What follows belongs to an exercise in optimizing a design on an open flow for small area, a short achievable clock period and few clock cycles per item; a production flow would make more cautious choices. In this exercise RTL edits were held to simulation tests only and were not proved equivalent to the original. No activity file was given, so power comes from the tool's default toggle rates.

==> flow/design.v (excerpt) <==
module fc_1st_mac_engine #(
    parameter int Bit_width   = 16,
    parameter int Frac_bits   = 8,
    parameter int In_Len      = 32,
    parameter int Out_Len     = 16,
    parameter int Waddr_width = 8
) (
    input  logic                        CLK,
    input  logic                        RST_N,
    input  logic                        Start,
    output logic                        Busy,
    output logic                        Done,
    output logic                        Read_Enable,
    output logic [4:0]                  Read_Width,
    input  logic signed [Bit_width-1:0] data_in_0,
    input  logic signed [Bit_width-1:0] data_in_1,
    input  logic signed [Bit_width-1:0] data_in_2,
    input  logic signed [Bit_width-1:0] data_in_3,
    input  logic signed [Bit_width-1:0] data_in_4,
    output logic [Waddr_width-1:0]      Weight_Addr,
    input  logic signed [Bit_width-1:0] weight_in_0,
    input  logic signed [Bit_width-1:0] weight_in_1,
    input  logic signed [Bit_width-1:0] weight_in_2,
    input  logic signed [Bit_width-1:0] weight_in_3,
    input  logic signed [Bit_width-1:0] weight_in_4,
    output logic [3:0]                  Neuron_Idx,
    input  logic signed [Bit_width-1:0] bias_in,
    output logic                        Out_Valid,
    input  logic                        Out_Ready,
    output logic [Bit_width-1:0]        Out_Data
);
Size in the first run: roughly 220 I/O pins.
Settings: LEC_CHECK=0, CAP_MARGIN=20, CORE_MARGIN=2, CORE_UTILIZATION=40, CTS_CLUSTER_DIAMETER=100, CTS_CLUSTER_SIZE=24, SLEW_MARGIN=20; clock period 12.5 ns.
standard.sh (not shown) runs the stock make flow with config.mk's settings and CLKGATE_MAP_FILE= SYNTH_SCRIPT=/design/flow/synth_recipe.tcl, a recipe that flattens the netlist after the stock synthesis.
==> flow/flow/run.sh <==
#!/bin/bash
# Layout flow: the standard synthesis, then a netlist pass that removes
# the inverters Yosys leaves between full adders (each fa cell may be replaced
# by its dual: same cell, inputs and outputs complemented; registers and
# every other cell keep their function), then the standard layout with the
# port buffers made of sky130_fd_sc_hd__buf_2 instead of the slow delay
# buffer the placer picks by default. Each tool's output goes to a log here.
set -euo pipefail
R="$PWD/orfs/results/$FLOW_PLATFORM/fc_1st_mac_engine/base"
bash standard.sh synth > make_synth.log 2>&1
cp "$R/1_2_yosys.v" "$R/1_2_yosys_std.v"
python3 flow/polarity.py "$R/1_2_yosys_std.v" "$R/1_2_yosys.v" > polarity.log 2>&1
rm -f "$R/1_synth.odb" "$R/1_synth.sdc"
bash standard.sh "BUFFER_PORTS_ARGS=-buffer_cell sky130_fd_sc_hd__buf_2" finish > make_finish.log 2>&1
==> flow/flow/polarity.py <==
#!/usr/bin/env python3
"""Remove needless inverters around full adders in a mapped sky130 netlist.

A full adder is self-dual: FA(~a, ~b, ~c) = (~sum, ~cout). Yosys's extract_fa
picks the polarity of each extracted adder on its own, which leaves an
inverter between many adder pairs. This script chooses, for every fa cell, to
keep it or to use its dual (same cell, all three inputs and both outputs
complemented), so that as few inverters as possible are needed, then rewires
the netlist: every old inverter is removed and at most one new inverter is
made per signal that some reader needs complemented. Registers, ports and all
other cells keep exactly the function they had.

usage: polarity.py IN.v OUT.v
"""
import re
import sys
from collections import defaultdict

INV_RE = re.compile(r"^sky130_fd_sc_hd__(clk)?inv_\d+$")
FA_RE = re.compile(r"^sky130_fd_sc_hd__fa_\d+$")
OUT_PINS = {"X", "Y", "Q", "Q_N", "SUM", "COUT", "HI", "LO"}

src = open(sys.argv[1]).read()

# ---- parse: header (up to the first cell), cells, trailer ----
cell_re = re.compile(r"^  (\S+) (\\\S+ |\S+) \(\n(.*?)\n  \);\n", re.S | re.M)
pin_re = re.compile(r"^\s*\.(\w+)\((.*)\),?$")
cells = []
spans = []
for m in cell_re.finditer(src):
    typ, name, body = m.group(1), m.group(2), m.group(3)
    pins = []
    for line in body.split("\n"):
        pm = pin_re.match(line)
        assert pm, (name, line)
        net = pm.group(2).strip()
        assert "{" not in net and "'" not in net, (name, net)
        pins.append((pm.group(1), net))
    cells.append([typ, name, pins])
    spans.append((m.start(), m.end()))
assert cells
head = src[:spans[0][0]]
tail = src[spans[-1][1]:]
assert tail.strip() == "endmodule", tail[:200]
# everything between cells must be blank
for (s0, e0), (s1, e1) in zip(spans, spans[1:]):
    assert src[e0:s1].strip() == "", src[e0:s1][:200]

ports = set()
for m in re.finditer(r"^\s*(input|output|inout)\s+(\[[^\]]+\]\s*)?(\S+);", head, re.M):
    rng, nm = m.group(2), m.group(3)
    if rng:
        hi, lo = [int(x) for x in rng.strip()[1:-1].split(":")]
        for i in range(min(hi, lo), max(hi, lo) + 1):
            ports.add(f"{nm}[{i}]")
    ports.add(nm)

# ---- inverters: out -> (in) ----
inv_of = {}       # inverter output net -> input net
inv_cells = set()
for i, (typ, name, pins) in enumerate(cells):
    if INV_RE.match(typ):
        d = dict(pins)
        out = d.get("Y")
        if out is None or out in ports:
            continue        # keep inverters that drive ports
        inv_of[out] = d["A"]
        inv_cells.add(i)


def root(net):
    """(root net, polarity) of a net seen through removable inverters."""
    pol = 0
    seen = 0
    while net in inv_of:
        net = inv_of[net]
        pol ^= 1
        seen += 1
        assert seen < 100
    return net, pol


driver = {}   # net -> cell index
for i, (typ, name, pins) in enumerate(cells):
    for p, n in pins:
        if p in OUT_PINS:
            driver[n] = i

fa_cells = [i for i, c in enumerate(cells) if FA_RE.match(c[0])]
is_fa = set(fa_cells)

# consumers of each root: list of (cell index or None for port, pin, pol)
cons = defaultdict(list)
for i, (typ, name, pins) in enumerate(cells):
    if i in inv_cells:
        continue
    for p, n in pins:
        if p in OUT_PINS:
            continue
        r, pol = root(n)
        cons[r].append((i, p, pol))
for n in ports:
    if n in inv_of:
        r, pol = root(n)
        cons[r].append((None, n, pol))

flip = defaultdict(int)


def need_inv(r):
    d = driver.get(r)
    fd = flip[d] if d in is_fa else 0
    for (c, p, pol) in cons[r]:
        fc = flip[c] if (c is not None and c in is_fa) else 0
        if pol ^ fc ^ fd:
            return 1
    return 0


def fa_roots(i):
    """Roots whose cost depends on the flip of fa cell i."""
    rs = set()
    for p, n in cells[i][2]:
        if p in OUT_PINS:
            rs.add(n)
        else:
            rs.add(root(n)[0])
    return rs


before = sum(need_inv(r) for r in cons)
improved = True
rounds = 0
while improved and rounds < 50:
    improved = False
    rounds += 1
    for i in fa_cells:
        rs = fa_roots(i)
        c0 = sum(need_inv(r) for r in rs)
        flip[i] ^= 1
        c1 = sum(need_inv(r) for r in rs)
        if c1 < c0:
            improved = True
        else:
            flip[i] ^= 1
after = sum(need_inv(r) for r in cons)

# ---- rewrite ----
newinv = {}   # root -> complemented net name
k = 0
for r in sorted(cons):
    if need_inv(r):
        newinv[r] = f"_pol{k}_"
        k += 1

removed_nets = set(inv_of.keys())
out_cells = []
for i, (typ, name, pins) in enumerate(cells):
    if i in inv_cells:
        continue
    newpins = []
    for p, n in pins:
        if p not in OUT_PINS:
            r, pol = root(n)
            d = driver.get(r)
            fd = flip[d] if d in is_fa else 0
            fc = flip[i] if i in is_fa else 0
            n = newinv[r] if (pol ^ fc ^ fd) else r
        newpins.append((p, n))
    out_cells.append((typ, name, newpins))
for r, nn in newinv.items():
    out_cells.append(("sky130_fd_sc_hd__inv_1", f"{nn}inv", [("A", r), ("Y", nn)]))

# ports driven through an inverter that was removed cannot happen: those
# inverters were kept above.
decl = "".join(f"  wire {nn};\n" for nn in newinv.values())
# drop declarations of removed scalar inverter nets
head_lines = []
for line in head.split("\n"):
    m = re.match(r"^\s*wire\s+(\S+);\s*$", line)
    if m and m.group(1) in removed_nets:
        continue
    head_lines.append(line)
head = "\n".join(head_lines)


def fmt(typ, name, pins):
    body = ",\n".join(f"    .{p}({n + ' ' if n.startswith(chr(92)) else n})" for p, n in pins)
    return f"  {typ} {name} (\n{body}\n  );\n"


with open(sys.argv[2], "w") as f:
    f.write(head + decl + "".join(fmt(*c) for c in out_cells) + tail)

nflip = sum(1 for i in fa_cells if flip[i])
print(f"polarity: {len(fa_cells)} fa cells, {nflip} flipped, inverters "
      f"{len(inv_cells)} removable -> {len(newinv)} new "
      f"(root count {before} -> {after}), {rounds} rounds")
Testbench counts at the start, summed over its fixed seeds: cycles 7,560, items 1,024.
Change:
--- a/flow/flow/polarity.py
+++ b/flow/flow/polarity.py
@@ -20,0 +21 @@
+XOR_RE = re.compile(r"^sky130_fd_sc_hd__(xor2|xnor2)_(\d+)$")
@@ -90,0 +92,2 @@
+is_xor = set(i for i, c in enumerate(cells) if XOR_RE.match(c[0]))
+flippable = is_fa | is_xor   # an xor/xnor can also give either output polarity
@@ -112 +115 @@
-    fd = flip[d] if d in is_fa else 0
+    fd = flip[d] if d in flippable else 0
@@ -113,0 +117,2 @@
+        if c in is_xor:
+            continue        # an xor/xnor absorbs an inverted input
@@ -126 +131 @@
-        else:
+        elif i in is_fa:
@@ -131,0 +137,41 @@
+
+adj = defaultdict(list)
+for r, lst in cons.items():
+    d = driver.get(r)
+    if d not in flippable:
+        continue
+    for (c, p, pol) in lst:
+        if c is not None and c in is_fa:
+            adj[d].append((c, pol))
+            adj[c].append((d, pol))
+comp_of = {}
+comps = []
+for s0 in sorted(flippable):
+    if s0 in comp_of:
+        continue
+    comp = [s0]
+    comp_of[s0] = len(comps)
+    flip[s0] = 0
+    k0 = 0
+    while k0 < len(comp):
+        u = comp[k0]
+        k0 += 1
+        for v, pol in adj[u]:
+            if v not in comp_of:
+                comp_of[v] = len(comps)
+                flip[v] = flip[u] ^ pol
+                comp.append(v)
+    comps.append(comp)
+for comp in comps:
+    rs = set()
+    for i in comp:
+        rs |= fa_roots(i)
+    c0 = sum(need_inv(r) for r in rs)
+    for i in comp:
+        flip[i] ^= 1
+    c1 = sum(need_inv(r) for r in rs)
+    if c1 >= c0:
+        for i in comp:
+            flip[i] ^= 1
+propagated = sum(need_inv(r) for r in cons)
+
@@ -137 +183 @@
-    for i in fa_cells:
+    for i in sorted(flippable):
@@ -156,0 +203 @@
+ntoggle = [0]
@@ -161,0 +209 @@
+    toggle = 0
@@ -166 +214 @@
-            fd = flip[d] if d in is_fa else 0
+            fd = flip[d] if d in flippable else 0
@@ -168 +216,5 @@
-            n = newinv[r] if (pol ^ fc ^ fd) else r
+            if i in is_xor:
+                toggle ^= pol ^ fd
+                n = r
+            else:
+                n = newinv[r] if (pol ^ fc ^ fd) else r
@@ -169,0 +222,11 @@
+    if i in is_xor:
+        toggle ^= flip[i]
+    if toggle:
+        m = XOR_RE.match(typ)
+        if m.group(1) == "xor2":
+            typ = f"sky130_fd_sc_hd__xnor2_{m.group(2)}"
+            newpins = [("Y" if p == "X" else p, n) for p, n in newpins]
+        else:
+            typ = f"sky130_fd_sc_hd__xor2_{m.group(2)}"
+            newpins = [("X" if p == "Y" else p, n) for p, n in newpins]
+        ntoggle[0] += 1
@@ -198 +261,3 @@
-      f"(root count {before} -> {after}), {rounds} rounds")
+      f"(root count {before} -> {propagated} -> {after}, {len(comps)} groups), {rounds} rounds, "
+      f"{ntoggle[0]} xor/xnor swapped")
+
--- a/flow/config.mk
+++ b/flow/config.mk
@@ -13 +13 @@
-export SLEW_MARGIN = 20
+export SLEW_MARGIN = 70
Core utilization goes up by 0.82 points.
Via count goes down by 1.6%.
Power goes down by about 3%.
Worst setup slack improves by 22 ps.
Synthesized area goes down by about 2%.
Combinational power goes down by about 4%.
Die area goes down by about 2%.
Routed wire length goes down by about 1.3%.

==> static timing again, ports no longer ideal <==
The results above use ideal ports. As a check the final layouts listed here were re-extracted and re-timed, cells and wires unchanged.
Step 1 assumes that a clkbuf_16 drives the clock port and a buf_2 every other input.
Step 2 moves the port delays by t, midway between the first and last clock arrival at a register: inputs arrive t later, outputs are due t later. That takes back most of the time a late clock gives input paths.
Three values: ideal, step 1, step 2; two values: the first two.
run | t, ns | slack for setup (ns) | slew at the worst register clock pin (ns) | cell pins on the clock port's net
the first run | 0.716 | 8.780 / 8.746 / 8.672 | 0.10 / 0.10 | 1
the second run | 0.723 | 8.802 / 8.726 / 8.808 | 0.10 / 0.10 | 1
After both steps setup and hold are still met in every run listed. The setup slack of the first run, which loses most, moves by -0.034 ns with the drivers and by -0.108 ns with both steps.
